This design comes from an exercise in tuning for small area and a short achievable clock period on the open sky130 flow, not from production work. Only simulation tests tie the RTL to the original design; equivalence was not proved. No activity file was given, so power comes from the tool's default toggle rates.

### run.sh
#!/bin/bash
# synth_recipe.tcl (not shown) runs the flow's synth.tcl, then flattens the netlist and writes it again
# the make line also repeats each setting of config.mk as NAME=value (left out here)
make -C /OpenROAD-flow-scripts/flow DESIGN_CONFIG=/design/flow/config.mk WORK_HOME=/design/flow/orfs CLKGATE_MAP_FILE= SYNTH_SCRIPT=/design/flow/synth_recipe.tcl finish
### config.mk
export PLATFORM = sky130hd
export DESIGN_NAME = sdramCtrlTop
export DESIGN_NICKNAME = sdramCtrlTop
export VERILOG_FILES = /design/flow/design.v
export SDC_FILE = /design/flow/constraint.sdc
export NUM_CORES = 4
export LEC_CHECK = 0
export CAP_MARGIN = 20
export CORE_MARGIN = 2
export CORE_UTILIZATION = 40
export SLEW_MARGIN = 20
### constraint.sdc
create_clock -name core_clock -period 10.0 [get_ports {CLK}]
set_input_delay 2.0000 -clock core_clock [delete_from_list [all_inputs] [get_ports {CLK}]]
set_output_delay 2.0000 -clock core_clock [all_outputs]
set_load 0.01 [all_outputs]
### design.v
package sdramPkg;
    typedef logic [21:0] wordAddrT;
    typedef logic [15:0] dataT;      
    typedef logic [7:0]  lengthT;    
    typedef logic [6:0]  countT;     
    localparam logic [2:0] cmdNop         = 3'b111;
    localparam logic [2:0] cmdActive      = 3'b011;
    localparam logic [2:0] cmdRead        = 3'b101;
    localparam logic [2:0] cmdWrite       = 3'b100;
    localparam logic [2:0] cmdBurstTerm   = 3'b110;
    localparam logic [2:0] cmdPrecharge   = 3'b010;
    localparam logic [2:0] cmdAutoRefresh = 3'b001;
    localparam logic [2:0] cmdLoadMode    = 3'b000;
    localparam logic [11:0] modeWord = 12'b00_0_00_010_0_111;
endpackage
`timescale 1ns/10ps
module burstFifo
(
    input  logic  CLK,
    input  logic  RESET_N,
    input  logic  clear,       
    input  logic  push,
    input  sdramPkg::dataT  pushData,
    input  logic  pop,
    output sdramPkg::dataT  headData,    
    output sdramPkg::countT count,
    output logic  full,
    output logic  empty
);
    logic [63:0][15:0] mem;
    logic [5:0]  wrPtr;
    logic [5:0]  rdPtrN;      
    logic        doPush;
    logic        doPop;
    logic [63:0] wrSel;
    logic [63:0] rdSel;
    sdramPkg::dataT nextWord;
    assign doPush = push && !full;     
    assign doPop  = pop && !empty;     
    always_ff @(posedge CLK or negedge RESET_N)
    begin
        if (!RESET_N)
        begin
            wrPtr  <= '0;
            rdPtrN <= 6'd1;
            count  <= '0;
            full   <= 1'b0;
            empty  <= 1'b1;
        end
        else if (clear)
        begin
            wrPtr  <= '0;
            rdPtrN <= 6'd1;
            count  <= '0;
            full   <= 1'b0;
            empty  <= 1'b1;
        end
        else
        begin
            if (doPush)
                wrPtr <= wrPtr + 1'b1;
            if (doPop)
                rdPtrN <= rdPtrN + 1'b1;
            case ({doPush, doPop})
                2'b10:   count <= count + 1'b1;
                2'b01:   count <= count - 1'b1;
                default: count <= count;
            endcase
            full  <= (count == 7'd64 && !doPop) || (count == 7'd63 && doPush && !doPop);
            empty <= (count == 7'd0 && !doPush) || (count == 7'd1 && doPop && !doPush);
        end
    end
    always_comb
    begin
        for (int i = 0; i < 64; i++)
        begin
            wrSel[i] = (wrPtr == 6'(i));
            rdSel[i] = (rdPtrN == 6'(i));
        end
    end
    always_ff @(posedge CLK)
    begin
        for (int i = 0; i < 64; i++)
            if (doPush && wrSel[i])
                mem[i] <= pushData;
    end
    always_comb
    begin
        nextWord = '0;
        for (int i = 0; i < 64; i++)
            nextWord = nextWord | (mem[i] & {16{rdSel[i]}});
    end
    always_ff @(posedge CLK)
    begin
        if ((count == 7'd0) || (count == 7'd1 && doPop))
            headData <= pushData;
        else if (doPop)
            headData <= nextWord;
    end
endmodule
`timescale 1ns/10ps
module burstScheduler
(
    input  logic     CLK,
    input  logic     RESET_N,
    input  logic     wrLoad,
    input  sdramPkg::wordAddrT wrStartAddr,
    input  sdramPkg::wordAddrT wrMaxAddr,
    input  sdramPkg::lengthT   wrLength,
    input  logic     rdLoad,
    input  sdramPkg::wordAddrT rdStartAddr,
    input  sdramPkg::wordAddrT rdMaxAddr,
    input  sdramPkg::lengthT   rdLength,
    input  sdramPkg::countT    wrCount,
    input  sdramPkg::countT    rdCount,
    output logic     holding,
    output logic     burstWrite,
    output sdramPkg::wordAddrT burstAddr,
    output logic [6:0]         burstLen,     
    input  logic     burstDone
);
    sdramPkg::wordAddrT wrOfs;        
    sdramPkg::wordAddrT rdOfs;        
    logic     wrStale;      
    logic     rdStale;
    logic     wrReady;
    logic     rdReady;
    sdramPkg::wordAddrT sStart;
    sdramPkg::wordAddrT sMax;
    sdramPkg::wordAddrT sOfs;
    logic [22:0]        nextEnd;
    sdramPkg::wordAddrT advOfs;
    assign wrReady = (wrLength != '0) && ({1'b0, wrCount} >= wrLength);    
    assign rdReady = (rdLength != '0) && (rdLength <= (8'd64 - {1'b0, rdCount}));    
    always_comb
    begin
        sStart  = burstWrite ? wrStartAddr : rdStartAddr;
        sMax    = burstWrite ? wrMaxAddr : rdMaxAddr;
        sOfs    = burstWrite ? wrOfs : rdOfs;
        nextEnd = 23'(sStart) + 23'(sOfs) + 23'({burstLen, 1'b0}) - 23'd1;
        advOfs  = (nextEnd > 23'(sMax)) ? '0 : sOfs + 22'(burstLen);
    end
    always_ff @(posedge CLK or negedge RESET_N)
    begin
        if (!RESET_N)
        begin
            wrOfs      <= '0;
            rdOfs      <= '0;
            holding    <= 1'b0;
            burstWrite <= 1'b0;
            wrStale    <= 1'b0;
            rdStale    <= 1'b0;
        end
        else
        begin
            if (!holding && !wrLoad && !rdLoad && (wrReady || rdReady))
            begin
                holding    <= 1'b1;
                burstWrite <= wrReady;
            end
            if (burstDone)
                holding <= 1'b0;
            if (wrLoad)
            begin
                wrOfs   <= '0;
                wrStale <= holding && burstWrite && !burstDone;
            end
            else if (burstDone && burstWrite)
            begin
                wrOfs   <= wrStale ? '0 : advOfs;
                wrStale <= 1'b0;
            end
            if (rdLoad)
            begin
                rdOfs   <= '0;
                rdStale <= holding && !burstWrite && !burstDone;
            end
            else if (burstDone && !burstWrite)
            begin
                rdOfs   <= rdStale ? '0 : advOfs;
                rdStale <= 1'b0;
            end
        end
    end
    always_ff @(posedge CLK)
    begin
        if (!holding)
        begin
            burstAddr <= wrReady ? wrStartAddr + wrOfs : rdStartAddr + rdOfs;
            burstLen  <= wrReady ? wrLength[6:0] : rdLength[6:0];
        end
    end
endmodule
`timescale 1ns/10ps
module sdramSequencer
(
    input  logic        CLK,
    input  logic        RESET_N,
    input  logic        holding,
    input  logic        burstWrite,
    input  sdramPkg::wordAddrT    burstAddr,
    input  logic [6:0]  burstLen,
    output logic        burstDone,
    output logic        wrPop,
    output logic        rdPush,
    output sdramPkg::dataT        rdPushData,
    output logic [11:0] sdrAddr,
    output logic [1:0]  sdrBank,
    output logic        sdrCsN,
    output logic        sdrCke,
    output logic        sdrRasN,
    output logic        sdrCasN,
    output logic        sdrWeN,
    output logic [1:0]  sdrDqm,
    output logic        sdrDqOe,
    input  sdramPkg::dataT        sdrDqIn
);
    typedef enum logic [2:0] {
        stInit,
        stIdle,
        stRefresh,
        stActivate,
        stData,
        stTerminate,
        stPrecharge
    } seqStateT;
    seqStateT    state;
    logic [2:0]  cmd;
    logic [5:0]  cnt;           
    logic [8:0]  tmr;           
    logic        refPending;
    logic        dataNext;      
    logic        dqmLow;
    logic        dqOe;
    logic        rdWin2;        
    logic        rdWin3;
    assign {sdrRasN, sdrCasN, sdrWeN} = cmd;
    assign sdrDqm   = {2{~dqmLow}};
    assign sdrDqOe  = dqOe;
    assign wrPop    = dqOe;
    assign dataNext = ((state == stActivate) && (cnt == 6'd0)) || ((state == stData) && (cnt != 6'd0));
    always_ff @(posedge CLK or negedge RESET_N)
    begin
        if (!RESET_N)
        begin
            state      <= stInit;
            cmd        <= sdramPkg::cmdNop;
            cnt        <= '0;
            tmr        <= '0;
            refPending <= 1'b0;
            sdrCke     <= 1'b0;
            sdrCsN     <= 1'b1;    
            sdrAddr    <= '0;
            sdrBank    <= '0;
            dqmLow     <= 1'b0;
            dqOe       <= 1'b0;
            rdWin2     <= 1'b0;
            rdWin3     <= 1'b0;
            rdPush     <= 1'b0;
            burstDone  <= 1'b0;
        end
        else
        begin
            sdrCke    <= 1'b1;
            cmd       <= sdramPkg::cmdNop;      
            burstDone <= 1'b0;
            dqmLow    <= dataNext;
            dqOe      <= dataNext && burstWrite;
            rdWin2    <= dqmLow && !burstWrite;
            rdWin3    <= rdWin2;
            rdPush    <= rdWin3;
            cnt       <= cnt - 6'd1;
            case (state)
                stInit:
                begin
                    tmr <= tmr + 9'd1;
                    if (tmr == 9'd99)
                    begin
                        sdrCsN  <= 1'b0;
                        cmd     <= sdramPkg::cmdPrecharge;
                        sdrAddr <= 12'h400;    
                    end
                    else if ((tmr == 9'd101) || (tmr == 9'd108))
                        cmd <= sdramPkg::cmdAutoRefresh;
                    else if (tmr == 9'd115)
                    begin
                        cmd     <= sdramPkg::cmdLoadMode;
                        sdrAddr <= sdramPkg::modeWord;
                        sdrBank <= '0;
                    end
                    else if (tmr == 9'd117)
                    begin
                        state <= stIdle;
                        tmr   <= '0;
                    end
                end
                stIdle:
                begin
                    if (refPending)    
                    begin
                        cmd        <= sdramPkg::cmdAutoRefresh;
                        refPending <= 1'b0;
                        cnt        <= 6'd6;
                        state      <= stRefresh;
                    end
                    else if (holding && !burstDone)
                    begin
                        cmd      <= sdramPkg::cmdActive;
                        sdrBank  <= burstAddr[21:20];
                        sdrAddr  <= burstAddr[19:8];    
                        cnt      <= 6'd1;
                        state    <= stActivate;
                    end
                end
                stRefresh:
                begin
                    if (cnt == 6'd0)
                        state <= stIdle;
                end
                stActivate:
                begin
                    if (cnt == 6'd0)
                    begin
                        cmd     <= burstWrite ? sdramPkg::cmdWrite : sdramPkg::cmdRead;
                        sdrAddr <= {4'b0000, burstAddr[7:0]};    
                        cnt     <= 6'(burstLen - 7'd1);
                        state   <= stData;
                    end
                end
                stData:
                begin
                    if (cnt == 6'd0)
                    begin
                        cmd   <= sdramPkg::cmdBurstTerm;    
                        cnt   <= burstWrite ? 6'd0 : 6'd1;
                        state <= stTerminate;
                    end
                end
                stTerminate:
                begin
                    if (cnt == 6'd0)
                    begin
                        cmd     <= sdramPkg::cmdPrecharge;
                        sdrAddr <= 12'h400;
                        cnt     <= 6'd1;
                        state   <= stPrecharge;
                    end
                end
                stPrecharge:
                begin
                    if (cnt == 6'd0)
                    begin
                        burstDone <= 1'b1;
                        state     <= stIdle;
                    end
                end
                default: state <= stIdle;
            endcase
            if (state != stInit)
            begin
                if (tmr == 9'd389)
                begin
                    tmr        <= '0;
                    refPending <= 1'b1;
                end
                else
                    tmr <= tmr + 9'd1;
            end
        end
    end
    always_ff @(posedge CLK)
    begin
        rdPushData <= sdrDqIn;
    end
endmodule
`timescale 1ns/10ps
module sdramCtrlTop
(
    input  logic        CLK,
    input  logic        RESET_N,
    input  sdramPkg::dataT        wrData,
    input  logic        wrValid,
    output logic        wrFull,
    input  logic        wrLoad,         
    input  sdramPkg::wordAddrT    wrStartAddr,
    input  sdramPkg::wordAddrT    wrMaxAddr,
    input  sdramPkg::lengthT      wrLength,
    output sdramPkg::dataT        rdData,
    input  logic        rdPop,
    output logic        rdEmpty,
    input  logic        rdLoad,
    input  sdramPkg::wordAddrT    rdStartAddr,
    input  sdramPkg::wordAddrT    rdMaxAddr,
    input  sdramPkg::lengthT      rdLength,
    output logic [11:0] sdrAddr,
    output logic [1:0]  sdrBank,
    output logic        sdrCsN,
    output logic        sdrCke,
    output logic        sdrRasN,
    output logic        sdrCasN,
    output logic        sdrWeN,
    output logic [1:0]  sdrDqm,
    output sdramPkg::dataT        sdrDqOut,
    output logic        sdrDqOe,
    input  sdramPkg::dataT        sdrDqIn
);
    sdramPkg::countT    wrCount;
    sdramPkg::countT    rdCount;
    logic     wrPop;
    logic     rdPush;
    sdramPkg::dataT     rdPushData;
    logic     holding;
    logic     burstWrite;
    sdramPkg::wordAddrT burstAddr;
    logic [6:0]         burstLen;
    logic     burstDone;
    burstFifo wrFifo (
        .CLK      (CLK),
        .RESET_N  (RESET_N),
        .clear    (wrLoad),
        .push     (wrValid),
        .pushData (wrData),
        .pop      (wrPop),
        .headData (sdrDqOut),
        .count    (wrCount),
        .full     (wrFull),
        .empty    ()
    );
    burstFifo rdFifo (
        .CLK      (CLK),
        .RESET_N  (RESET_N),
        .clear    (rdLoad),
        .push     (rdPush),
        .pushData (rdPushData),
        .pop      (rdPop),
        .headData (rdData),
        .count    (rdCount),
        .full     (),
        .empty    (rdEmpty)
    );
    burstScheduler scheduler (
        .CLK         (CLK),
        .RESET_N     (RESET_N),
        .wrLoad      (wrLoad),
        .wrStartAddr (wrStartAddr),
        .wrMaxAddr   (wrMaxAddr),
        .wrLength    (wrLength),
        .rdLoad      (rdLoad),
        .rdStartAddr (rdStartAddr),
        .rdMaxAddr   (rdMaxAddr),
        .rdLength    (rdLength),
        .wrCount     (wrCount),
        .rdCount     (rdCount),
        .holding     (holding),
        .burstWrite  (burstWrite),
        .burstAddr   (burstAddr),
        .burstLen    (burstLen),
        .burstDone   (burstDone)
    );
    sdramSequencer sequencer (
        .CLK        (CLK),
        .RESET_N    (RESET_N),
        .holding    (holding),
        .burstWrite (burstWrite),
        .burstAddr  (burstAddr),
        .burstLen   (burstLen),
        .burstDone  (burstDone),
        .wrPop      (wrPop),
        .rdPush     (rdPush),
        .rdPushData (rdPushData),
        .sdrAddr    (sdrAddr),
        .sdrBank    (sdrBank),
        .sdrCsN     (sdrCsN),
        .sdrCke     (sdrCke),
        .sdrRasN    (sdrRasN),
        .sdrCasN    (sdrCasN),
        .sdrWeN     (sdrWeN),
        .sdrDqm     (sdrDqm),
        .sdrDqOe    (sdrDqOe),
        .sdrDqIn    (sdrDqIn)
    );
endmodule
==> summary.md, run 1 <==
| Metric | Value |
|---|---|
| DRT iter0 DRCs | 10900 |
| Status | finished clean |
| Die Span Y | 474.3 µm |
| Total clock sinks | 2259 |
| # rows | 172 |
| Worst-path clk slew | 0.06 ns |
| Start point of the worst hold path | sequencer.rdWin3$_DFF_PN0_ |
| Kind of end point of the critical path | register |
| Routed vias | 59090 |
| Postcts setup bufs | 0 |
| CTS tree | yes |
| Die width | 474.3 µm |
| Initial core utilization | 40.26% |
| RSZ-0062 raised after global routing | false |
| Largest net degree at the start of global routing | 77 |
| Ys async rst share | 5.932% |
| Core Area | 219700 µm² |
| Hold buffers post-CTS | 0 |
| Root Buffer | clkbuf_16 |
| Resized Gates After CTS | 0 |
| Post-layout min period | 7.595 ns |
| Final setup fails | 0 |
| Top FF cell, synth | edfxtp_1 |
| Maxcap violations | 0 |
| Crit path DAT | 8.35 ns |
| Layout cells sized above 1 | 13.33% |
| Post-Syn Area | 88450 µm² |
| Fillcell total | 18670 |
| WL per Instance | 38.84 µm |
| CTS buffer count | 219 |
| Hold crit path type | reg -> reg |
| Worst-skew pair later-pin latency | 0.92 ns |
| ANT nets after route | 0 |
| Register area share after synthesis | 75.76% |
| Vias in the first global route | 54650 |
| Worst endpoint required time | 10.75 ns |
| Global-route wire length before repair | 465300 µm |
| CP Launch Type | primary input |
| DRC violation count after routing | 0 |
| Avg Cell Area, Syn | 16.33 µm² |
| CTS H-tree lvls | 4 |
| Worst VDD drop | 0.2029 mV |
| Syn_nets | 5740 |
| Pwr Total | 20.08 mW |
| Post-route clock skew | 0.09025 ns |
| Initial antenna violation count | 14 |
| Nets | 6157 |
| Synthesized netlist cell count | 5417 |
| Top Ports | 198 |
| Die ar. | 224900 µm² |
| Largest fanout on the critical path | 17 |
| Clock Path Buffers | 3 |
| Buffers on Ports | 197 |
| Detail Placement HPWL | 205000 µm |
| Yosys reg bits | 2259 |
| YS warnings | 3 |
| Crit path kind | in -> reg |
| PD cells | 194.8 nW/µm² |
| Final hold viol count | 0 |
| Slew headroom | 7.435% |
| Leak | 33.28 nW |
| Area delta synth->final | 16.58% |
| EDFF count, synth | 2109 |
| Slew Limit Fails | 0 |
| TNS Setup | 0 ns |
| Initial DRT Pass Iterations | 8 |
| Final wirelength | 348700 µm |
| GR Util All Layers | 30.37% |
| Worst slew pin tran | 1.376 ns |
| Reg-to-reg critical path startpoint | scheduler.burstWrite$_DFFE_PN0P_ |
| RD Place Congestion | 0.9290 |
| Period utilisation layout | 75.95% |
| Fmax | 131.7 MHz |
| Post-synthesis cell type count | 77 |
| Via density | 6.580 |
| Grt total ovfl | 0 |
| Crit path from | rdStartAddr[2] |
==> per-layer routing <==
layer / GRT usage, % / routed length (µm)
met1: 38.73 / 122500
met2: 45.41 / 151500
met3: 9.398 / 49010
met4: 18.35 / 25600
met5: 0.1298 / 103
==> area by class of cell <==
class                   instances  area, µm²  share of cell area [%]
flip-flops and latches       2259      67040                   65.01
multi-input cells            2839      21560                   20.91
clock buffers                 272       5722                   5.549
well taps                    2958       3701                   3.589
repair buffers                414       3585                   3.476
clock inverters               131       1114                   1.080
inverters                     101      379.1                  0.3677
diodes                          6      15.01                 0.01456
==> critical path, cell delays in order <==
cell	delay (ns)
clkdlybuf4s50_1	0.57
mux2i_1	0.11
ha_1	0.31
inv_1	0.07
fa_1	0.41
ha_1	0.23
fa_1	0.47
a21o_1	0.19
a21oi_2	0.23
o21ai_2	0.10
a2111o_1	0.51
nand3_1	0.16
o21ai_0	0.15
a31oi_1	0.23
xnor2_1	0.15
ha_1	0.26
a21o_1	0.16
a21oi_1	0.20
o21ai_0	0.29
o21ai_2	0.85
nand3_1	0.40
o21ai_0	0.27
==> where the power goes <==
part	total, mW	leakage, nW	switching, mW	internal, mW
Combinational	1.55	9.06	1.08	0.469
Sequential	10.5	20.9	0.0407	10.5
Clock	8.03	3.31	3.72	4.31
Total	20.1	33.3	4.85	15.2
==> worst paths after layout <==
| path | slack (ns) | depth (start not counted) | end |
|---|---|---|---|
| min in group asynchronous | 1.14 | 1 | scheduler.wrOfs[0]$_DFFE_PN0P_ |
| max in group asynchronous | 7.45 | 2 | wrFifo.count[2]$_DFFE_PN0P_ |
| min | 0.35 | 0 | sequencer.rdPush$_DFF_PN0_ |
| max reg2reg | 2.59 | 21 | scheduler.wrOfs[18]$_DFFE_PN0P_ |
| min reg2reg | 0.35 | 0 | sequencer.rdPush$_DFF_PN0_ |
| max | 2.41 | 22 | scheduler.wrOfs[18]$_DFFE_PN0P_ |
==> per-stage QoR <==
stage          setup WS [ns]  instance area, µm²  utilization [%]  hold WS, ns  instances
4_1_cts                2.529              103000            46.88       0.3555       8970
5_1_grt                2.008              103100            46.92       0.3693       8975
3_5_place_dp           1.659               96170            43.77       0.3472       8567
2_1_floorplan          3.481               88450                -       0.3312       5417
6_report               2.405              103100            46.93       0.3515       8980
3_3_place_gp           1.669               96140            43.76       0.3405       8566
==> logic make-up (layout without fill, tap and decap cells) <==
group / count (synthesis) / in the layout / share of synthesized area (%)
DFF: 2259 / 2259 / 75.76
AOI/OAI and AO/OA: 1419 / 1419 / 12.50
and+or+nand+nor: 1043 / 1043 / 5.616
buffers and inverters: 319 / 918 / 1.403
adders and majority gates: 181 / 181 / 2.654
xor gates and xnor gates: 115 / 115 / 1.147
muxes: 80 / 80 / 0.9180
other: 1 / 7 / 0.004240
==> cells in the mapped netlist (58+ instances only) <==
cell type / n / share of area, %
nand2_1: 189 / 0.80
a22oi_1: 365 / 3.1
clkbuf_1: 192 / 0.81
dfrtp_1: 126 / 3.6
ha_1: 170 / 2.4
nand4_1: 165 / 1.2
nor2_1: 393 / 1.7
nand3_1: 82 / 0.46
a221oi_1: 334 / 3.3
xnor2_1: 58 / 0.57
edfxtp_1: 2109 / 72
o21ai_0: 103 / 0.58
a22o_1: 326 / 3.2
inv_1: 101 / 0.43
mux2i_1: 71 / 0.80
a21oi_1: 114 / 0.65
==> cell usage in the layout (no fill, tap or decap), drive strengths merged, types with 30 or more instances in the layout <==
master	synthesis	layout
a22oi	365	365
clkinv	0	108
inv	101	108
buf	26	233
clkbuf	192	273
ha	170	170
a21oi	115	115
xnor2	59	59
clkdlybuf4s50	0	180
nand4	165	165
edfxtp	2109	2109
nor2	393	393
a22o	326	326
mux2i	71	71
o21ai	105	105
nand2	189	189
dfrtp	126	126
nand3	82	82
a221oi	334	334
xor2	56	56
nor4	38	38
a21o	35	35
nand2b	30	30
nor3	47	47
==> state kept, by name (all words and copies together), names as in the netlist, 7 cells and up <==
| name | cells |
|---|---|
| sequencer.tmr | 9 |
| rdFifo.headData | 16 |
| wrFifo.count | 7 |
| scheduler.rdOfs | 22 |
| rdFifo.mem | 1024 |
| wrFifo.mem | 1024 |
| scheduler.burstLen | 7 |
| rdFifo.count | 7 |
| scheduler.burstAddr | 22 |
| scheduler.wrOfs | 22 |
| sequencer.rdPushData | 16 |
| sequencer.sdrAddr | 12 |
| wrFifo.headData | 16 |
==> run 2: changes to the inputs <==
--- a/design.v
+++ b/design.v
@@ -116,6 +116,6 @@
     output logic     holding,
     output logic     burstWrite,
-    output sdramPkg::wordAddrT burstAddr,
-    output logic [6:0]         burstLen,     
+    output sdramPkg::wordAddrT burstAddr,    
+    output logic [5:0]         burstLenM1,   
     input  logic     burstDone
 );
@@ -126,19 +126,54 @@
     logic     wrReady;
     logic     rdReady;
+    logic     request;
+    sdramPkg::wordAddrT burstStart;   
+    sdramPkg::wordAddrT burstOfs;     
     sdramPkg::wordAddrT sStart;
     sdramPkg::wordAddrT sMax;
-    sdramPkg::wordAddrT sOfs;
-    logic [22:0]        nextEnd;
+    logic [22:0]        lastOfs;     
+    logic [22:0]        csaSum;      
+    logic [23:0]        csaCarry;
+    logic               cmpCarry;    
+    logic               endCarry;    
+    logic               pastMax;
     sdramPkg::wordAddrT advOfs;
+    function automatic logic carryOut(input logic [31:0] a, input logic [31:0] b);
+        logic [31:0] g;
+        logic [31:0] p;
+        g = a & b;
+        p = a | b;
+        for (int l = 0; l < 5; l++)
+            for (int i = 0; i < 32; i++)
+                if ((i % (2 << l)) == (2 << l) - 1)
+                begin
+                    g[i] = g[i] | (p[i] & g[i - (1 << l)]);
+                    p[i] = p[i] & p[i - (1 << l)];
+                end
+        carryOut = g[31];
+    endfunction
     assign wrReady = (wrLength != '0) && ({1'b0, wrCount} >= wrLength);    
     assign rdReady = (rdLength != '0) && (rdLength <= (8'd64 - {1'b0, rdCount}));    
+    assign request = !holding && !wrLoad && !rdLoad && (wrReady || rdReady);
     always_comb
     begin
         sStart  = burstWrite ? wrStartAddr : rdStartAddr;
         sMax    = burstWrite ? wrMaxAddr : rdMaxAddr;
-        sOfs    = burstWrite ? wrOfs : rdOfs;
-        nextEnd = 23'(sStart) + 23'(sOfs) + 23'({burstLen, 1'b0}) - 23'd1;
-        advOfs  = (nextEnd > 23'(sMax)) ? '0 : sOfs + 22'(burstLen);
+        lastOfs = 23'(burstOfs) + 23'({burstLenM1, 1'b1});
+        for (int i = 0; i < 23; i++)
+        begin
+            logic s, k, n;
+            s = (i < 22) ? sStart[i % 22] : 1'b0;
+            k = lastOfs[i];
+            n = (i < 22) ? !sMax[i % 22] : 1'b1;
+            csaSum[i]       = s ^ k ^ n;
+            csaCarry[i + 1] = (s & k) | (s & n) | (k & n);
+        end
+        csaCarry[0] = 1'b0;
+        cmpCarry = carryOut({csaSum, 9'd0}, {csaCarry[22:0], 9'd0});
+        endCarry = carryOut({sStart, 10'd0}, {lastOfs[21:0], 10'd0});
+        pastMax  = lastOfs[22] ? (!endCarry || cmpCarry) : cmpCarry;
+        advOfs   = pastMax ? '0 : burstOfs + 22'(burstLenM1) + 22'd1;
     end
+    assign burstAddr = burstStart + burstOfs;
     always_ff @(posedge CLK or negedge RESET_N)
     begin
@@ -154,5 +189,5 @@
         else
         begin
-            if (!holding && !wrLoad && !rdLoad && (wrReady || rdReady))
+            if (request)
             begin
                 holding    <= 1'b1;
@@ -187,6 +222,7 @@
         if (!holding)
         begin
-            burstAddr <= wrReady ? wrStartAddr + wrOfs : rdStartAddr + rdOfs;
-            burstLen  <= wrReady ? wrLength[6:0] : rdLength[6:0];
+            burstStart <= wrReady ? wrStartAddr : rdStartAddr;
+            burstOfs   <= wrReady ? wrOfs : rdOfs;
+            burstLenM1 <= wrReady ? 6'(wrLength - 8'd1) : 6'(rdLength - 8'd1);
         end
     end
@@ -200,5 +236,5 @@
     input  logic        burstWrite,
     input  sdramPkg::wordAddrT    burstAddr,
-    input  logic [6:0]  burstLen,
+    input  logic [5:0]  burstLenM1,
     output logic        burstDone,
     output logic        wrPop,
@@ -231,10 +267,10 @@
     logic        refPending;
     logic        dataNext;      
-    logic        dqmLow;
+    logic        dqmHigh;
     logic        dqOe;
     logic        rdWin2;        
     logic        rdWin3;
     assign {sdrRasN, sdrCasN, sdrWeN} = cmd;
-    assign sdrDqm   = {2{~dqmLow}};
+    assign sdrDqm   = {2{dqmHigh}};
     assign sdrDqOe  = dqOe;
     assign wrPop    = dqOe;
@@ -253,5 +289,5 @@
             sdrAddr    <= '0;
             sdrBank    <= '0;
-            dqmLow     <= 1'b0;
+            dqmHigh    <= 1'b1;
             dqOe       <= 1'b0;
             rdWin2     <= 1'b0;
@@ -265,7 +301,7 @@
             cmd       <= sdramPkg::cmdNop;      
             burstDone <= 1'b0;
-            dqmLow    <= dataNext;
+            dqmHigh   <= !dataNext;
             dqOe      <= dataNext && burstWrite;
-            rdWin2    <= dqmLow && !burstWrite;
+            rdWin2    <= !dqmHigh && !burstWrite;
             rdWin3    <= rdWin2;
             rdPush    <= rdWin3;
@@ -324,5 +360,5 @@
                         cmd     <= burstWrite ? sdramPkg::cmdWrite : sdramPkg::cmdRead;
                         sdrAddr <= {4'b0000, burstAddr[7:0]};    
-                        cnt     <= 6'(burstLen - 7'd1);
+                        cnt     <= burstLenM1;
                         state   <= stData;
                     end
@@ -413,5 +449,5 @@
     logic     burstWrite;
     sdramPkg::wordAddrT burstAddr;
-    logic [6:0]         burstLen;
+    logic [5:0]         burstLenM1;
     logic     burstDone;
     burstFifo wrFifo (
@@ -455,5 +491,5 @@
         .burstWrite  (burstWrite),
         .burstAddr   (burstAddr),
-        .burstLen    (burstLen),
+        .burstLenM1  (burstLenM1),
         .burstDone   (burstDone)
     );
@@ -464,5 +500,5 @@
         .burstWrite (burstWrite),
         .burstAddr  (burstAddr),
-        .burstLen   (burstLen),
+        .burstLenM1 (burstLenM1),
         .burstDone  (burstDone),
         .wrPop      (wrPop),
==> run 2 against run 1 <==
Against the previous run: sequential power is essentially flat; global-route usage decreased by 0.28 points; first-iteration DRC count fell by 4.8%; combinational power is 33% lower; critical endpoint is now scheduler.rdOfs[21]$_DFFE_PN0P_; synthesized area down 0.40%; die area fell by 0.39%; count of clock-buffer cells in the layout rose by 24; clock power up 4.7%; via count shrank 2.1%; setup slack better by 2.1 ns; critical path type is now reg -> reg.
==> summary.md, run 2 <==
| Metric | Value |
|---|---|
| Status | finished clean |
| Top cells by count, synth | 2130 x edfxtp_1, 409 x nor2_1, 383 x a221oi_1 |
| Avg Cell Area, Syn | 16.67 µm² |
| Combinational power share | 5.2% |
| CTS H-tree lvls | 4 |
| Final hold viol count | 0 |
| Post-synthesis cell type count | 74 |
| CTS buffer count | 225 |
| Die width | 473.3 µm |
| Initial DRT Pass Iterations | 6 |
| Crit path kind | reg -> reg |
| Global-route wire length before repair | 460800 µm |
| Cell with the most instances after synthesis | edfxtp_1 |
| Root Buffer | clkbuf_16 |
| Reg-to-reg critical path startpoint | scheduler.burstOfs[1]$_DFFE_PN_ |
| Largest fanout on the critical path | 22 |
| WHS | 0.3549 ns |
| Clock Path Buffers | 3 |
| Top Ports | 198 |
| Max stage delay on crit path | 0.65 ns |
| CTS tree | yes |
| EDFF count, synth | 2130 |
| ANT nets after route | 0 |
| Initial antenna violation count | 16 |
| Worst VDD drop | 0.1979 mV |
| Path depth of the worst reg2reg path | 20 |
| Worst-path clk slew | 0.06 ns |
| Slew headroom | 8.924% |
| TNS Setup | 0 ns |
| Pwr Total | 20.03 mW |
| Post-layout min period | 5.529 ns |
| Worst slew pin tran | 1.366 ns |
| Crit path max-delay family | compound AO/OA/AOI/OAI gates |
| Grt total ovfl | 0 |
| Register area share after synthesis | 76.78% |
| Critical Path Slowest Stage Cell | o211ai_4 |
| Top cells by area, synth | edfxtp_1 73%, a221oi_1 3.8%, a22o_1 3.8%, dfrtp_1 3.6%, a22oi_1 2.3% |
| R2r endpoint | scheduler.rdOfs[21]$_DFFE_PN0P_ |
| Cell taking the most area after synthesis | edfxtp_1 |
| Clock power frac | 42.0% |
| Fmax | 180.9 MHz |
| Maxcap violations | 0 |
| Worst endpoint required time | 10.69 ns |
| Die ar. | 224000 µm² |
| Crit path DAT | 6.22 ns |
| Sequential power share | 52.8% |
| Registers with the most flip-flops | rdFifo.mem: 1024 flops, wrFifo.mem: 1024 flops |
| Worst-skew pair later-pin latency | 0.92 ns |
| RSZ-0062 raised after global routing | false |
| Int Power | 15.50 mW |
| Synthesized netlist cell count | 5284 |
| Layout cells sized above 1 | 14.74% |
| Flop2flop setup slack | 4.47 ns |
| Syn_nets | 5568 |
| Hold crit path type | reg -> reg |
| CP Launch Type | register |
| Postcts setup bufs | 0 |
| Leading cell type in the layout, fill and taps excluded | edfxtp_1 |
| Die Span Y | 473.3 µm |
| Nets | 6009 |
| Ys async rst share | 5.877% |
| Kind of end point of the critical path | register |
| Buffers on Ports | 197 |
| Post-Syn Area | 88100 µm² |
| Via density | 6.578 |
| Total clock sinks | 2280 |
| WL per Instance | 39.13 µm |
| Buf/Inv on CP | 1 |
| # rows | 172 |
| YS warnings | 3 |
| Period utilisation layout | 55.29% |
| Hold Path Stages | 0 |
| Yosys reg bits | 2280 |
| Sw Ratio | 22.63% |
| Detail Placement HPWL | 203700 µm |
| Vias in the first global route | 54360 |
| Core Area | 219300 µm² |
| WHS Endpoint | sequencer.rdWin3$_DFF_PN0_ |
| Post-route clock skew | 0.09748 ns |
| Largest net degree at the start of global routing | 74 |
| Routed vias | 57870 |
| Top FF cell, synth | edfxtp_1 |
| Final wirelength | 344200 µm |
| Hold buffers post-CTS | 0 |
| CP Cell Sequence | ha_1 > a21o_1 > a21oi_1 > o21bai_1 > a21oi_1 > o21bai_1 > a21oi_1 > nor2_1 > xor2_1 > inv_1 > fa_1 > nand2b_1 > maj3_2 > maj3_2 > a21o_1 > a32oi_1 > maj3_2 > a311oi_2 > o211ai_4 > o21ai_0 |
| Resized Gates After CTS | 0 |
| PD cells | 194.1 nW/µm² |
| GR Util All Layers | 30.09% |
| DRT iter0 DRCs | 10380 |
| Most frequent cells in the layout | 2130 x edfxtp_1, 383 x a221oi_1, 382 x a22o_1 |
| DRC violation count after routing | 0 |
| Leak | 33.35 nW |
| Area delta synth->final | 17.15% |
| RD Place Congestion | 0.9340 |
| Yosys top cell area share | 72.60% |
| Start point of the worst hold path | sequencer.rdWin2$_DFF_PN0_ |
| Final setup fails | 0 |
| Switching power | 4.534 mW |
| Slew Limit Fails | 0 |
| Initial core utilization | 40.18% |
| CP Depth | 20 |
run 2: cell count changes after synthesis, sizes merged, moves of 16 or more:
cell	change
a22oi	-90
a22o	+56
ha	-52
a221oi	+49
mux2	+44
a21oi	-34
mux2i	-32
a32o	-25
edfxtp	+21
o21ai	-20
a21o	-16
nor2	+16
run 2: metal layers:
layer,wire length (µm),GRT usage (%)
met1,119500,37.86
met2,152200,45.60
met3,47270,9.134
met4,25030,18.52
met5,252,0.2596
run 2: stage by stage:
| stage | util [%] | instance area, µm² | worst slack [ns] | std cells |
|---|---|---|---|---|
| 3_5_place_dp | 43.69 | 95810 | 3.374 | 8365 |
| 6_report | 47.06 | 103200 | 4.471 | 8797 |
| 3_3_place_gp | 43.61 | 95640 | 3.408 | 8358 |
| 5_1_grt | 47.06 | 103200 | 3.954 | 8793 |
| 2_1_floorplan | - | 88100 | 5.252 | 5284 |
| 4_1_cts | 47.02 | 103100 | 4.110 | 8788 |
run 2: cell families after synthesis:
group                      count (synthesis)  share of synthesized area (%)
xor gates and xnor gates                 109                          1.084
and+or+nand+nor                         1014                          5.394
DFF                                     2280                          76.78
buffers and inverters                    323                          1.440
other                                      1                       0.004256
AOI/OAI and AO/OA                       1318                          11.89
adders and majority gates                147                          2.282
muxes                                     92                          1.121
run 2: worst register-to-register path: cells and delay by family, from the launching register on:
kind | cells | cell delay (ns)
AOI/OAI and AO/OA | 11 | 2.51
xor gates and xnor gates | 1 | 0.20
adders and majority gates | 5 | 1.67
buffers and inverters | 1 | 0.12
DFF | 1 | 0.51
and+or+nand+nor | 2 | 0.28
run 2: cell type report:
type                            count  area [µm²]
Sequential cell                  2280       67670
Antenna cell                        5       12.51
Clock buffer                      296        5958
Tap cell                         2871        3592
Inverter                          100       375.4
Clock inverter                    127        1336
Multi-Input combinational cell   2681       20420
Timing Repair Buffer              437        3847
Fill cell                       18490      116100
run 2: power groups by stage:
stage | clock network [mW] | logic (mW) | registers (mW)
finish | 8.41 | 1.04 | 10.6
global route | 8.80 | 1.09 | 10.6
CTS | 8.41 | 1.02 | 10.6
detailed placement | 0 | 1.01 | 10.8
global placement | 0 | 0.999 | 10.8
floorplan | 0 | 0.362 | 10.8
run 2: worst max-delay path by stage:
stage | end | from | slack, ns
floorplan | scheduler.wrOfs[9]$_DFFE_PN0P_ | wrMaxAddr[9] | 5.25
global placement | scheduler.rdOfs[21]$_DFFE_PN0P_ | wrStartAddr[2] | 3.41
detailed placement | scheduler.rdOfs[21]$_DFFE_PN0P_ | wrStartAddr[1] | 3.37
CTS | scheduler.rdOfs[21]$_DFFE_PN0P_ | scheduler.burstOfs[1]$_DFFE_PN_ | 4.11
global route | scheduler.wrOfs[21]$_DFFE_PN0P_ | scheduler.burstLenM1[1]$_DFFE_PN_ | 3.95
finish | scheduler.rdOfs[21]$_DFFE_PN0P_ | scheduler.burstOfs[1]$_DFFE_PN_ | 4.47
==> run 3: changes to the inputs <==
--- a/design.v
+++ b/design.v
@@ -30,29 +30,35 @@
     logic [63:0][15:0] mem;
     logic [5:0]  wrPtr;
-    logic [5:0]  rdPtrN;      
+    logic [5:0]  rdPtrX;      
+    logic [5:0]  rdPtrN;
+    logic        fullR;
+    logic        notEmpty;
     logic        doPush;
     logic        doPop;
-    logic [63:0] wrSel;
+    logic [63:0] wrSlot;      
+    logic [63:0] wrEn;
     logic [63:0] rdSel;
+    logic        headTake;    
     sdramPkg::dataT nextWord;
-    assign doPush = push && !full;     
-    assign doPop  = pop && !empty;     
+    assign doPush = push && !fullR;       
+    assign doPop  = pop && notEmpty;      
+    assign rdPtrN = rdPtrX ^ 6'd1;
     always_ff @(posedge CLK or negedge RESET_N)
     begin
         if (!RESET_N)
         begin
-            wrPtr  <= '0;
-            rdPtrN <= 6'd1;
-            count  <= '0;
-            full   <= 1'b0;
-            empty  <= 1'b1;
+            wrPtr    <= '0;
+            rdPtrX   <= '0;
+            count    <= '0;
+            fullR    <= 1'b0;
+            notEmpty <= 1'b0;
         end
         else if (clear)
         begin
-            wrPtr  <= '0;
-            rdPtrN <= 6'd1;
-            count  <= '0;
-            full   <= 1'b0;
-            empty  <= 1'b1;
+            wrPtr    <= '0;
+            rdPtrX   <= '0;
+            count    <= '0;
+            fullR    <= 1'b0;
+            notEmpty <= 1'b0;
         end
         else
@@ -61,5 +67,5 @@
                 wrPtr <= wrPtr + 1'b1;
             if (doPop)
-                rdPtrN <= rdPtrN + 1'b1;
+                rdPtrX <= (rdPtrN + 1'b1) ^ 6'd1;
             case ({doPush, doPop})
                 2'b10:   count <= count + 1'b1;
@@ -67,14 +73,31 @@
                 default: count <= count;
             endcase
-            full  <= (count == 7'd64 && !doPop) || (count == 7'd63 && doPush && !doPop);
-            empty <= (count == 7'd0 && !doPush) || (count == 7'd1 && doPop && !doPush);
+            fullR    <= (count == 7'd64 && !doPop) || (count == 7'd63 && doPush && !doPop);
+            notEmpty <= !((count == 7'd0 && !doPush) || (count == 7'd1 && doPop && !doPush));
         end
     end
+    always_ff @(posedge CLK or negedge RESET_N)
+    begin
+        if (!RESET_N)
+            full <= 1'b0;
+        else
+            full <= !clear && !doPop && (count[6] || (count == 7'd63 && doPush));
+    end
+    logic emptyOutN;
+    always_ff @(posedge CLK or negedge RESET_N)
+    begin
+        if (!RESET_N)
+            emptyOutN <= 1'b0;
+        else
+            emptyOutN <= !clear && (doPush || (count > 7'd1) || (count[0] && !doPop));
+    end
+    assign empty = !emptyOutN;
     always_comb
     begin
         for (int i = 0; i < 64; i++)
         begin
-            wrSel[i] = (wrPtr == 6'(i));
-            rdSel[i] = (rdPtrN == 6'(i));
+            wrSlot[i] = (wrPtr == 6'(i)) && !fullR;
+            wrEn[i]   = push && wrSlot[i];
+            rdSel[i]  = (rdPtrN == 6'(i));
         end
     end
@@ -82,5 +105,5 @@
     begin
         for (int i = 0; i < 64; i++)
-            if (doPush && wrSel[i])
+            if (wrEn[i])
                 mem[i] <= pushData;
     end
@@ -91,7 +114,8 @@
             nextWord = nextWord | (mem[i] & {16{rdSel[i]}});
     end
+    assign headTake = (count == 7'd0) || (count == 7'd1 && doPop);
     always_ff @(posedge CLK)
     begin
-        if ((count == 7'd0) || (count == 7'd1 && doPop))
+        if (headTake)
             headData <= pushData;
         else if (doPop)
@@ -132,4 +156,7 @@
     sdramPkg::wordAddrT sMax;
     logic [22:0]        lastOfs;     
+    logic [7:0]         lastLow;
+    logic [6:0]         nextLow;
+    sdramPkg::wordAddrT nextOfs;     
     logic [22:0]        csaSum;      
     logic [23:0]        csaCarry;
@@ -152,4 +179,21 @@
         carryOut = g[31];
     endfunction
+    function automatic logic [15:0] incr15(input logic [14:0] x, input logic cin);
+        logic [15:0] xs;
+        xs = {1'b0, x};
+        for (int i = 0; i < 16; i++)
+            incr15[i] = xs[i] ^ (cin && ((x | ~((15'd1 << i) - 15'd1)) == 15'h7fff));
+    endfunction
+    function automatic logic [15:0] incr16(input logic [15:0] x, input logic cin);
+        for (int i = 0; i < 16; i++)
+            incr16[i] = x[i] ^ (cin && ((x | ~((16'd1 << i) - 16'd1)) == 16'hffff));
+    endfunction
+    assign lastLow = {1'b0, burstOfs[6:0]} + {1'b0, burstLenM1, 1'b1};
+    assign nextLow = {1'b0, burstOfs[5:0]} + {1'b0, burstLenM1} + 7'd1;
+    assign nextOfs = {incr16(burstOfs[21:6], nextLow[6]), nextLow[5:0]};
+    always_ff @(posedge CLK)
+    begin
+        lastOfs <= {incr15(burstOfs[21:7], lastLow[7]), lastLow[6:0]};
+    end
     assign wrReady = (wrLength != '0) && ({1'b0, wrCount} >= wrLength);    
     assign rdReady = (rdLength != '0) && (rdLength <= (8'd64 - {1'b0, rdCount}));    
@@ -159,5 +203,4 @@
         sStart  = burstWrite ? wrStartAddr : rdStartAddr;
         sMax    = burstWrite ? wrMaxAddr : rdMaxAddr;
-        lastOfs = 23'(burstOfs) + 23'({burstLenM1, 1'b1});
         for (int i = 0; i < 23; i++)
         begin
@@ -173,5 +216,5 @@
         endCarry = carryOut({sStart, 10'd0}, {lastOfs[21:0], 10'd0});
         pastMax  = lastOfs[22] ? (!endCarry || cmpCarry) : cmpCarry;
-        advOfs   = pastMax ? '0 : burstOfs + 22'(burstLenM1) + 22'd1;
+        advOfs   = pastMax ? '0 : nextOfs;
     end
     assign burstAddr = burstStart + burstOfs;
@@ -262,17 +305,21 @@
     } seqStateT;
     seqStateT    state;
-    logic [2:0]  cmd;
+    logic [2:0]  cmdN;          
+    logic        csOn;          
     logic [5:0]  cnt;           
     logic [8:0]  tmr;           
     logic        refPending;
     logic        dataNext;      
-    logic        dqmHigh;
-    logic        dqOe;
+    logic        dqmLow;
+    logic        dqOe;          
+    logic        popNext;       
+    logic        rdWin1;
     logic        rdWin2;        
     logic        rdWin3;
-    assign {sdrRasN, sdrCasN, sdrWeN} = cmd;
-    assign sdrDqm   = {2{dqmHigh}};
+    assign {sdrRasN, sdrCasN, sdrWeN} = ~cmdN;
+    assign sdrCsN   = !csOn;
+    assign sdrDqm   = {2{!dqmLow}};
     assign sdrDqOe  = dqOe;
-    assign wrPop    = dqOe;
+    assign wrPop    = popNext;
     assign dataNext = ((state == stActivate) && (cnt == 6'd0)) || ((state == stData) && (cnt != 6'd0));
     always_ff @(posedge CLK or negedge RESET_N)
@@ -281,14 +328,16 @@
         begin
             state      <= stInit;
-            cmd        <= sdramPkg::cmdNop;
+            cmdN       <= ~sdramPkg::cmdNop;
             cnt        <= '0;
             tmr        <= '0;
             refPending <= 1'b0;
             sdrCke     <= 1'b0;
-            sdrCsN     <= 1'b1;    
+            csOn       <= 1'b0;    
             sdrAddr    <= '0;
             sdrBank    <= '0;
-            dqmHigh    <= 1'b1;
+            dqmLow     <= 1'b0;
             dqOe       <= 1'b0;
+            popNext    <= 1'b0;
+            rdWin1     <= 1'b0;
             rdWin2     <= 1'b0;
             rdWin3     <= 1'b0;
@@ -299,9 +348,11 @@
         begin
             sdrCke    <= 1'b1;
-            cmd       <= sdramPkg::cmdNop;      
+            cmdN      <= ~sdramPkg::cmdNop;      
             burstDone <= 1'b0;
-            dqmHigh   <= !dataNext;
-            dqOe      <= dataNext && burstWrite;
-            rdWin2    <= !dqmHigh && !burstWrite;
+            dqmLow    <= dataNext;
+            dqOe      <= burstWrite && (((state == stData) && (cnt != 6'd0)) || ((state == stActivate) && (cnt == 6'd0)));
+            popNext   <= dataNext && burstWrite;
+            rdWin1    <= dataNext && !burstWrite;
+            rdWin2    <= rdWin1;
             rdWin3    <= rdWin2;
             rdPush    <= rdWin3;
@@ -313,13 +364,13 @@
                     if (tmr == 9'd99)
                     begin
-                        sdrCsN  <= 1'b0;
-                        cmd     <= sdramPkg::cmdPrecharge;
+                        csOn    <= 1'b1;
+                        cmdN     <= ~(sdramPkg::cmdPrecharge);
                         sdrAddr <= 12'h400;    
                     end
                     else if ((tmr == 9'd101) || (tmr == 9'd108))
-                        cmd <= sdramPkg::cmdAutoRefresh;
+                        cmdN <= ~(sdramPkg::cmdAutoRefresh);
                     else if (tmr == 9'd115)
                     begin
-                        cmd     <= sdramPkg::cmdLoadMode;
+                        cmdN     <= ~(sdramPkg::cmdLoadMode);
                         sdrAddr <= sdramPkg::modeWord;
                         sdrBank <= '0;
@@ -335,5 +386,5 @@
                     if (refPending)    
                     begin
-                        cmd        <= sdramPkg::cmdAutoRefresh;
+                        cmdN        <= ~(sdramPkg::cmdAutoRefresh);
                         refPending <= 1'b0;
                         cnt        <= 6'd6;
@@ -342,5 +393,5 @@
                     else if (holding && !burstDone)
                     begin
-                        cmd      <= sdramPkg::cmdActive;
+                        cmdN      <= ~(sdramPkg::cmdActive);
                         sdrBank  <= burstAddr[21:20];
                         sdrAddr  <= burstAddr[19:8];    
@@ -358,5 +409,5 @@
                     if (cnt == 6'd0)
                     begin
-                        cmd     <= burstWrite ? sdramPkg::cmdWrite : sdramPkg::cmdRead;
+                        cmdN     <= ~(burstWrite ? sdramPkg::cmdWrite : sdramPkg::cmdRead);
                         sdrAddr <= {4'b0000, burstAddr[7:0]};    
                         cnt     <= burstLenM1;
@@ -368,5 +419,5 @@
                     if (cnt == 6'd0)
                     begin
-                        cmd   <= sdramPkg::cmdBurstTerm;    
+                        cmdN   <= ~(sdramPkg::cmdBurstTerm);    
                         cnt   <= burstWrite ? 6'd0 : 6'd1;
                         state <= stTerminate;
@@ -377,5 +428,5 @@
                     if (cnt == 6'd0)
                     begin
-                        cmd     <= sdramPkg::cmdPrecharge;
+                        cmdN     <= ~(sdramPkg::cmdPrecharge);
                         sdrAddr <= 12'h400;
                         cnt     <= 6'd1;
==> flow/run.sh (new file) <==
#!/bin/bash
# The standard layout (standard.sh: the standard synthesis, then ORFS from floorplan to
# finish) with two changes to how the layout is made, not to what is measured:
#  - repair_timing aims for more setup slack than the 10 ns constraint needs (SETUP_SLACK_MARGIN),
#    so the resizer keeps working on the paths that set the achieved period;
#  - the port buffers that buffer_ports inserts are buf_2 cells instead of delay buffers.
# The SDC (clock period, I/O delays, loads) is the standard flow's constraint.sdc, unchanged.
# ORFS writes each step's full log under orfs/logs; make's own output goes to standard.log.
export SETUP_SLACK_MARGIN=${FLOW_SETUP_MARGIN:-6.5}
export BUFFER_PORTS_ARGS="-buffer_cell sky130_fd_sc_hd__buf_2"
bash standard.sh > standard.log 2>&1
==> standard.sh (new file) <==
#!/bin/bash
# synth_recipe.tcl (not shown) runs the flow's synth.tcl, then flattens the netlist and writes it again
# the make line also repeats each setting of config.mk as NAME=value (left out here)
make -C /OpenROAD-flow-scripts/flow DESIGN_CONFIG=/design/flow/config.mk WORK_HOME=/design/flow/orfs CLKGATE_MAP_FILE= SYNTH_SCRIPT=/design/flow/synth_recipe.tcl "${@:-finish}"
removed: run.sh
==> run 3 against run 2 <==
Against the previous run: sequential share of layout area fell by 1.2 points; utilization rose by 0.57 points; setup slack improved by 1.5 ns; global-route usage rose by 0.067 points; sequential cell count rose by 26; routed wire length rose by 2.8%; synthesized area rose by 1.7%; die area rose by 1.7%; critical path depth fell by 8; count of clock-buffer cells in the layout rose by 2; cell count rose by 5.8%; cell area rose by 2.7%; critical endpoint is now scheduler.rdOfs[4]$_DFFE_PN0P_.
==> summary.md, run 3 <==
| Metric | Value |
|---|---|
| Status | finished clean |
| CTS tree | yes |
| Die ar. | 227800 µm² |
| CTS H-tree lvls | 4 |
| Slew headroom | 9.107% |
| Syn_nets | 5900 |
| Yosys reg bits | 2306 |
| DRC violation count after routing | 0 |
| Period utilisation layout | 40.09% |
| Post-Syn Area | 89600 µm² |
| Total clock sinks | 2306 |
| CTS buffer count | 230 |
| Final hold viol count | 0 |
| Largest fanout on the critical path | 6 |
| Grt total ovfl | 0 |
| Synthesized netlist cell count | 5615 |
| Worst slew pin tran | 1.360 ns |
| Initial DRT Pass Iterations | 6 |
| Post-route cell area | 106000 µm² |
| Routed vias | 60130 |
| Post-layout min period | 4.009 ns |
| Cell with the most instances after synthesis | edfxtp_1 |
| Ys async rst share | 5.941% |
| Compound-Gate Fraction of Synth Area | 11.15% |
| Initial antenna violation count | 26 |
| Via density | 6.464 |
| Top Ports | 198 |
| Layout cells sized above 1 | 19.39% |
| Top cells by area, synth | edfxtp_1 71%, a22oi_1 8.1%, dfrtp_1 3.8%, nand2_1 1.8%, ha_1 1.7% |
| Final WS setup | 5.991 ns |
| RSZ-0062 raised after global routing | true |
| XOR/XNOR share of the synthesized area | 1.017% |
| GR Util All Layers | 30.16% |
| Core Area | 222500 µm² |
| # rows | 173 |
| Start point of the worst hold path | sequencer.rdWin2$_DFF_PN0_ |
| PD cells | 202.7 nW/µm² |
| Die width | 477.3 µm |
| RD Place Congestion | 0.9408 |
| Buffers on Ports | 197 |
| Detail Placement HPWL | 206800 µm |
| Post-Synth Simple-Gate Area | 6.606% |
| Registers with the most flip-flops | rdFifo.mem: 1024 flops, wrFifo.mem: 1024 flops, scheduler.lastOfs: 23 flops |
| Reg-to-reg critical path startpoint | scheduler.burstWrite$_DFFE_PN0P_ |
| Post-route clock skew | 0.1147 ns |
| DRT iter0 DRCs | 11370 |
| Clock Path Buffers | 3 |
| Cell taking the most area after synthesis | edfxtp_1 |
| Worst endpoint required time | 10.73 ns |
| Area delta synth->final | 18.30% |
| Crit path DAT | 4.73 ns |
| Fmax | 249.4 MHz |
| Largest net degree at the start of global routing | 93 |
| Worst VDD drop | 0.1713 mV |
| Mux contribution to synthesized area | 1.174% |
| Slew Limit Fails | 0 |
| YS warnings | 3 |
| Most frequent cells in the layout | 2130 x edfxtp_1, 961 x a22oi_1, 422 x nand2_1 |
| Hold crit path type | reg -> reg |
| Maxcap violations | 0 |
| Post-Synth Adder-Cell Area | 2.220% |
| Top cells by count, synth | 2130 x edfxtp_1, 965 x a22oi_1, 428 x nand2_1 |
| Die Span Y | 477.3 µm |
| WHS | 0.3361 ns |
| EDFF count, synth | 2130 |
| ANT nets after route | 0 |
| Nets | 6422 |
| WL per Instance | 38.04 µm |
| Largest family of logic cells by synthesized area | compound AO/OA/AOI/OAI gates |
| Yosys top cell area share | 71.38% |
| Placed Area | 96410 µm² |
| Top FF cell, synth | edfxtp_1 |
| Final setup fails | 0 |
| Avg Cell Area, Syn | 15.96 µm² |
| Crit path from | rdMaxAddr[6] |
| Worst-skew pair later-pin latency | 0.94 ns |
| Leading cell type in the layout, fill and taps excluded | edfxtp_1 |
| Final wirelength | 353900 µm |
| Fillcell total | 18920 |
| Crit path kind | in -> reg |
| Register area share after synthesis | 76.08% |
| Pre-CTS WS | 4.644 ns |
| Vias in the first global route | 55990 |
| Post-synthesis cell type count | 85 |
| Leak | 35.52 nW |
| Root Buffer | clkbuf_16 |
| Kind of end point of the critical path | register |
| CP Launch Type | primary input |
| Worst-path clk slew | 0.06 ns |
| Global-route wire length before repair | 472900 µm |
| Initial core utilization | 40.27% |
| TNS Setup | 0 ns |
==> run 3: cell count changes after synthesis, sizes merged, moves of 89 or more <==
| cell | delta |
|---|---|
| a22o | -357 |
| clkbuf | -89 |
| buf | +91 |
| a221oi | -366 |
| a22oi | +690 |
| nand2 | +254 |
==> run 3: area by class of cell <==
type                            count  area [µm²]  area share [%]
Timing Repair Buffer              515        4298           4.055
Clock inverter                    115        1262           1.191
Clock buffer                      298        6042           5.700
Antenna cell                       10       25.02         0.02361
Inverter                          124       483.0          0.4556
Tap cell                         2975        3722           3.512
Multi-Input combinational cell   2960       21970           20.72
Sequential cell                  2306       68200           64.34
==> run 3: worst max-delay path, stage by stage <==
cell and delay, ns:
buf_6 0.09, mux2_4 0.28, fa_1 0.50, o31ai_1 0.28, nand2_1 0.13, a211oi_2 0.27, o21ai_2 0.17, a311o_1 0.31
o311a_4 0.19, buf_6 0.15, buf_12 0.13, a32o_1 0.24
==> run 3: through the flow <==
| stage | std cells | util (%) | total power, mW |
|---|---|---|---|
| floorplan | 5615 | - | 12.11 |
| global route | 9297 | 47.63 | 22.03 |
| global placement | 8772 | 43.30 | 12.97 |
| detailed placement | 8774 | 43.33 | 13.00 |
| finish | 9303 | 47.64 | 21.49 |
| CTS | 9252 | 47.25 | 21.47 |
==> run 3: worst paths after layout <==
| check | cells past startpoint | endpoint | slack (ns) |
|---|---|---|---|
| max | 12 | scheduler.rdOfs[4]$_DFFE_PN0P_ | 5.99 |
| min | 0 | sequencer.rdWin3$_DFF_PN0_ | 0.34 |
| max reg2reg | 12 | scheduler.rdOfs[4]$_DFFE_PN0P_ | 6.15 |
| min reg2reg | 0 | sequencer.rdWin3$_DFF_PN0_ | 0.34 |
| max in group asynchronous | 2 | sequencer.sdrCke$_DFF_PN0_ | 7.48 |
| min in group asynchronous | 1 | sequencer.dqmLow$_DFF_PN0_ | 1.17 |
==> run 3: logic make-up (layout without fill, tap and decap cells) <==
logic type                 after synthesis  in the layout
buffers and inverters                  349           1052
muxes                                   97             97
AOI/OAI and AO/OA                     1345           1345
and+or+nand+nor                       1268           1268
other                                    1             11
adders and majority gates              145            145
xor gates and xnor gates               104            104
DFF                                   2306           2306
==> run 3: routing by layer <==
metal | wire, µm | track usage [%]
met4 | 25450 | 17.72
met5 | 49 | 0
met2 | 150600 | 43.93
met1 | 124300 | 39.56
met3 | 53500 | 9.624
==> run 3: what timing repair did <==
item | in CTS | in global routing
endpoints found under the setup margin | 399 | 233
setup buffers | 57 | 34
cloned | 8 | 1
pin swaps | 32 | 35
hold buffers | 0 | 0
resized for setup | 110 | 52
==> run 3: power breakdown <==
group          switching [mW]  total [mW]  internal, mW
clock network            3.83        8.49          4.66
registers               0.151        10.9          10.7
logic                    1.38        2.10         0.722
==> run 4: changes to the inputs <==
--- a/design.v
+++ b/design.v
@@ -151,12 +151,19 @@
     logic     rdReady;
     logic     request;
-    sdramPkg::wordAddrT burstStart;   
+    sdramPkg::wordAddrT wrStartHeld;
+    sdramPkg::wordAddrT rdStartHeld;
+    logic [6:0]         wrLenHeld;
+    logic [6:0]         rdLenHeld;
+    sdramPkg::wordAddrT burstStart;
     sdramPkg::wordAddrT burstOfs;     
-    sdramPkg::wordAddrT sStart;
-    sdramPkg::wordAddrT sMax;
+    logic [6:0]         burstLen;
     logic [22:0]        lastOfs;     
     logic [7:0]         lastLow;
     logic [6:0]         nextLow;
     sdramPkg::wordAddrT nextOfs;     
+    sdramPkg::wordAddrT sStart;      
+    sdramPkg::wordAddrT sMax;
+    logic               wrAdvance;   
+    logic               rdAdvance;
     logic [22:0]        csaSum;      
     logic [23:0]        csaCarry;
@@ -179,4 +186,19 @@
         carryOut = g[31];
     endfunction
+    function automatic logic [21:0] add22(input logic [21:0] a, input logic [21:0] b);
+        logic [21:0] g;
+        logic [21:0] p;
+        logic [21:0] x;
+        x = a ^ b;
+        g = a & b;
+        p = x;
+        for (int l = 0; l < 5; l++)
+            for (int i = 21; i >= (1 << l); i--)
+            begin
+                g[i] = g[i] | (p[i] & g[i - (1 << l)]);
+                p[i] = p[i] & p[i - (1 << l)];
+            end
+        add22 = x ^ {g[20:0], 1'b0};
+    endfunction
     function automatic logic [15:0] incr15(input logic [14:0] x, input logic cin);
         logic [15:0] xs;
@@ -189,4 +211,12 @@
             incr16[i] = x[i] ^ (cin && ((x | ~((16'd1 << i) - 16'd1)) == 16'hffff));
     endfunction
+    assign wrReady = (wrLength != '0) && ({1'b0, wrCount} >= wrLength);    
+    assign rdReady = (rdLength != '0) && (rdLength <= (8'd64 - {1'b0, rdCount}));    
+    assign request = !holding && !wrLoad && !rdLoad && (wrReady || rdReady);
+    assign burstStart = burstWrite ? wrStartHeld : rdStartHeld;
+    assign burstOfs   = burstWrite ? wrOfs : rdOfs;
+    assign burstLen   = burstWrite ? wrLenHeld : rdLenHeld;
+    assign burstLenM1 = 6'(burstLen - 7'd1);
+    assign burstAddr  = add22(burstStart, burstOfs);
     assign lastLow = {1'b0, burstOfs[6:0]} + {1'b0, burstLenM1, 1'b1};
     assign nextLow = {1'b0, burstOfs[5:0]} + {1'b0, burstLenM1} + 7'd1;
@@ -195,12 +225,9 @@
     begin
         lastOfs <= {incr15(burstOfs[21:7], lastLow[7]), lastLow[6:0]};
+        sStart  <= burstWrite ? wrStartAddr : rdStartAddr;
+        sMax    <= burstWrite ? wrMaxAddr : rdMaxAddr;
     end
-    assign wrReady = (wrLength != '0) && ({1'b0, wrCount} >= wrLength);    
-    assign rdReady = (rdLength != '0) && (rdLength <= (8'd64 - {1'b0, rdCount}));    
-    assign request = !holding && !wrLoad && !rdLoad && (wrReady || rdReady);
     always_comb
     begin
-        sStart  = burstWrite ? wrStartAddr : rdStartAddr;
-        sMax    = burstWrite ? wrMaxAddr : rdMaxAddr;
         for (int i = 0; i < 23; i++)
         begin
@@ -218,5 +245,4 @@
         advOfs   = pastMax ? '0 : nextOfs;
     end
-    assign burstAddr = burstStart + burstOfs;
     always_ff @(posedge CLK or negedge RESET_N)
     begin
@@ -229,4 +255,6 @@
             wrStale    <= 1'b0;
             rdStale    <= 1'b0;
+            wrAdvance  <= 1'b0;
+            rdAdvance  <= 1'b0;
         end
         else
@@ -239,24 +267,36 @@
             if (burstDone)
                 holding <= 1'b0;
+            wrAdvance <= 1'b0;
+            rdAdvance <= 1'b0;
             if (wrLoad)
             begin
-                wrOfs   <= '0;
+                if (!(holding && burstWrite && !burstDone))
+                    wrOfs <= '0;
                 wrStale <= holding && burstWrite && !burstDone;
             end
             else if (burstDone && burstWrite)
             begin
-                wrOfs   <= wrStale ? '0 : advOfs;
-                wrStale <= 1'b0;
+                if (wrStale)
+                    wrOfs <= '0;
+                wrAdvance <= !wrStale;
+                wrStale   <= 1'b0;
             end
+            else if (wrAdvance)
+                wrOfs <= advOfs;
             if (rdLoad)
             begin
-                rdOfs   <= '0;
+                if (!(holding && !burstWrite && !burstDone))
+                    rdOfs <= '0;
                 rdStale <= holding && !burstWrite && !burstDone;
             end
             else if (burstDone && !burstWrite)
             begin
-                rdOfs   <= rdStale ? '0 : advOfs;
-                rdStale <= 1'b0;
+                if (rdStale)
+                    rdOfs <= '0;
+                rdAdvance <= !rdStale;
+                rdStale   <= 1'b0;
             end
+            else if (rdAdvance)
+                rdOfs <= advOfs;
         end
     end
@@ -265,7 +305,8 @@
         if (!holding)
         begin
-            burstStart <= wrReady ? wrStartAddr : rdStartAddr;
-            burstOfs   <= wrReady ? wrOfs : rdOfs;
-            burstLenM1 <= wrReady ? 6'(wrLength - 8'd1) : 6'(rdLength - 8'd1);
+            wrStartHeld <= wrStartAddr;
+            rdStartHeld <= rdStartAddr;
+            wrLenHeld   <= wrLength[6:0];
+            rdLenHeld   <= rdLength[6:0];
         end
     end
==> run 4 against run 3 <==
Against the previous run: still clean; worst hold slack better by 0.016 ns; critical path depth decreased by 11; combinational power is 8% higher; register-to-register slack better by 0.26 ns; utilization decreased by 0.17 points; count of clock-buffer cells in the layout fell by 9; clock power increased by 5.8%; cell count grew 0.68%; first-iteration DRC count is 6.0% higher; largest cell class unchanged; largest power group unchanged.
==> summary.md, run 4 <==
| Metric | Value |
|---|---|
| Status | finished clean |
| Worst slew pin tran | 1.321 ns |
| Leading cell type in the layout, fill and taps excluded | edfxtp_1 |
| CTS buffer count | 232 |
| R2r endpoint | wrFifo.headData[1]$_DFFE_PP_ |
| Switching power | 5.536 mW |
| Path depth of the worst reg2reg path | 10 |
| Slew headroom | 11.75% |
| Post-route clock skew | 0.1218 ns |
| Initial core utilization | 40.25% |
| Layout cells sized above 1 | 19.81% |
| RD Place Congestion | 0.9456 |
| CTS tree | yes |
| Post-Syn Area | 90620 µm² |
| EDFF count, synth | 2136 |
| Final setup fails | 0 |
| Top cells by count, synth | 2136 x edfxtp_1, 890 x a22oi_1, 401 x nor2_1 |
| Clock Path Buffers | 3 |
| Registers with the most flip-flops | rdFifo.mem: 1024 flops, wrFifo.mem: 1024 flops, scheduler.lastOfs: 23 flops |
| TNS Setup | 0 ns |
| Reg-to-reg critical path startpoint | wrFifo.rdPtrX[0]$_DFFE_PN0N_ |
| Kind of end point of the critical path | output pin |
| ANT nets after route | 0 |
| WHS Endpoint | sequencer.rdPush$_DFF_PN0_ |
| Leak | 35.65 nW |
| Worst endpoint required time | 8.00 ns |
| Sw Ratio | 24.68% |
| Fmax | 259.8 MHz |
| Die ar. | 230400 µm² |
| Register area share after synthesis | 76.46% |
| Yosys reg bits | 2358 |
| CP Launch Type | register |
| Largest fanout on the critical path | 2 |
| Combinational power share | 10.1% |
| DRC violation count after routing | 0 |
| Final wirelength | 354700 µm |
| Initial DRT Pass Iterations | 7 |
| Critical Path Slowest Stage Cell | edfxtp_1 |
| Die width | 480.0 µm |
| Detail Placement HPWL | 208500 µm |
| Global-route wire length before repair | 471700 µm |
| Flop2flop setup slack | 6.41 ns |
| RSZ-0062 raised after global routing | true |
| Nets | 6450 |
| Worst-path clk slew | 0.06 ns |
| Top FF cell, synth | edfxtp_1 |
| Hold Path Stages | 0 |
| Buffers on Ports | 197 |
| Hold crit path type | reg -> reg |
| Worst VDD drop | 0.1713 mV |
| Top Ports | 198 |
| Start point of the worst hold path | sequencer.rdWin3$_DFF_PN0_ |
| Slew Limit Fails | 0 |
| YS warnings | 3 |
| Final core occ | 47.46% |
| Via density | 6.525 |
| Post-layout min period | 3.849 ns |
| Top cells by area, synth | edfxtp_1 71%, a22oi_1 7.4%, dfrtp_1 3.8%, dfxtp_1 1.8%, nor2_1 1.7% |
| Largest net degree at the start of global routing | 80 |
| Area delta synth->final | 17.91% |
| Die Span Y | 480.0 µm |
| Period utilisation layout | 38.49% |
| Worst-skew pair later-pin latency | 0.97 ns |
| Core Area | 225100 µm² |
| Root Buffer | clkbuf_16 |
| Crit path max-delay family | flip-flops |
| Clock power frac | 40.1% |
| PD cells | 209.9 nW/µm² |
| Maxcap violations | 0 |
| DRT iter0 DRCs | 12060 |
| Buf/Inv on CP | 1 |
| WL per Instance | 37.87 µm |
| Vias in the first global route | 56070 |
| Cell taking the most area after synthesis | edfxtp_1 |
| Max stage delay on crit path | 0.65 ns |
| CTS H-tree lvls | 4 |
| CP Cell Sequence | buf_2 |
| Synthesized netlist cell count | 5655 |
| Grt total ovfl | 0 |
| Routed vias | 61120 |
| Sequential power share | 49.8% |
| Yosys top cell area share | 70.78% |
| Int Power | 16.89 mW |
| Avg Cell Area, Syn | 16.02 µm² |
| Cell with the most instances after synthesis | edfxtp_1 |
| Ys async rst share | 5.895% |
| Syn_nets | 5940 |
| Total clock sinks | 2358 |
| Crit path kind | reg -> out |
| Initial antenna violation count | 26 |
| # rows | 174 |
| Final hold viol count | 0 |
| GR Util All Layers | 29.94% |
| Most frequent cells in the layout | 2136 x edfxtp_1, 888 x a22oi_1, 326 x nand2_1 |
| Crit path DAT | 1.85 ns |
| Post-synthesis cell type count | 85 |
[run 4: cell count changes after synthesis, sizes merged, moves of 28 or more]
cell,before,now
a32o,46,15
nor2,370,403
clkbuf,101,171
nand3,80,108
a22o,25,90
nand2,429,327
a22oi,965,890
buf,124,54
dfxtp,39,83
a221oi,17,54
[run 4: power groups by stage]
stage	clock [mW]	combinational, mW	sequential, mW
6_report	8.98	2.26	11.2
3_3_place_gp	0	1.95	11.4
3_5_place_dp	0	1.97	11.4
4_1_cts	9.02	2.13	11.2
2_1_floorplan	0	1.15	11.4
5_1_grt	9.38	2.39	11.2
[run 4: cell families after synthesis]
group	share of synthesized area [%]
multiplexers	1.176
flip-flops	76.46
buffers and inverters	1.569
AND/OR/NAND/NOR	6.496
adder cells (fa/ha/maj)	2.208
XOR/XNOR	0.8989
other	0.004138
AO/OA/AOI/OAI	11.19
[run 4: cell type report]
class	instances	area (µm²)
fill	19010	118300
multi-input combinational	2946	21680
inverter	126	474.2
timing repair buffer	501	3779
clock inverter	144	1750
tap	2992	3744
clock buffer	289	6080
antenna	10	25.02
sequential	2358	69310
[run 4: repair_timing]
| item | 4_1_cts | 5_1_grt |
|---|---|---|
| setup buffers | 27 | 38 |
| gates cloned | 2 | 1 |
| gates resized for setup | 63 | 72 |
| endpoints found under the setup margin | 149 | 263 |
| pin swaps | 4 | 26 |
| hold buffers | 0 | 0 |
[run 4: worst max path at each step]
stage	from	endpoint	slack (ns)	cells past startpoint
floorplan	wrValid	wrFifo.mem[1000]$_DFFE_PP_	6.39	4
global placement	scheduler.burstWrite$_DFFE_PN0P_	scheduler.lastOfs[20]$_DFF_P_	4.94	12
detailed placement	scheduler.burstWrite$_DFFE_PN0P_	scheduler.wrOfs[13]$_DFFE_PN0P_	4.90	13
CTS	wrFifo.headData[3]$_DFFE_PP_	sdrDqOut[3]	6.22	1
global route	wrFifo.headData[3]$_DFFE_PP_	sdrDqOut[3]	6.23	1
finish	wrFifo.headData[3]$_DFFE_PP_	sdrDqOut[3]	6.15	1
[run 4: layer usage]
layer	vias to the layer above	GRT usage, %	wire length [µm]
met4	18	13.51	20070
met3	1054	11.16	59960
met5	-	0	129
met1	30780	41.17	128600
li1	23640	-	-
met2	5623	42.14	145900
[run 4: through the flow]
step                hold WS [ns]  power [mW]  worst slack [ns]  area [µm²]  instances
global placement          0.3426       13.36             4.940       97330       8851
global route              0.3606       22.97             6.232      106800       9357
floorplan                 0.3312       12.50             6.392       91080       5655
detailed placement        0.3418       13.38             4.898       97370       8852
CTS                       0.3549       22.33             6.223      105800       9314
finish                    0.3516       22.43             6.151      106800       9366
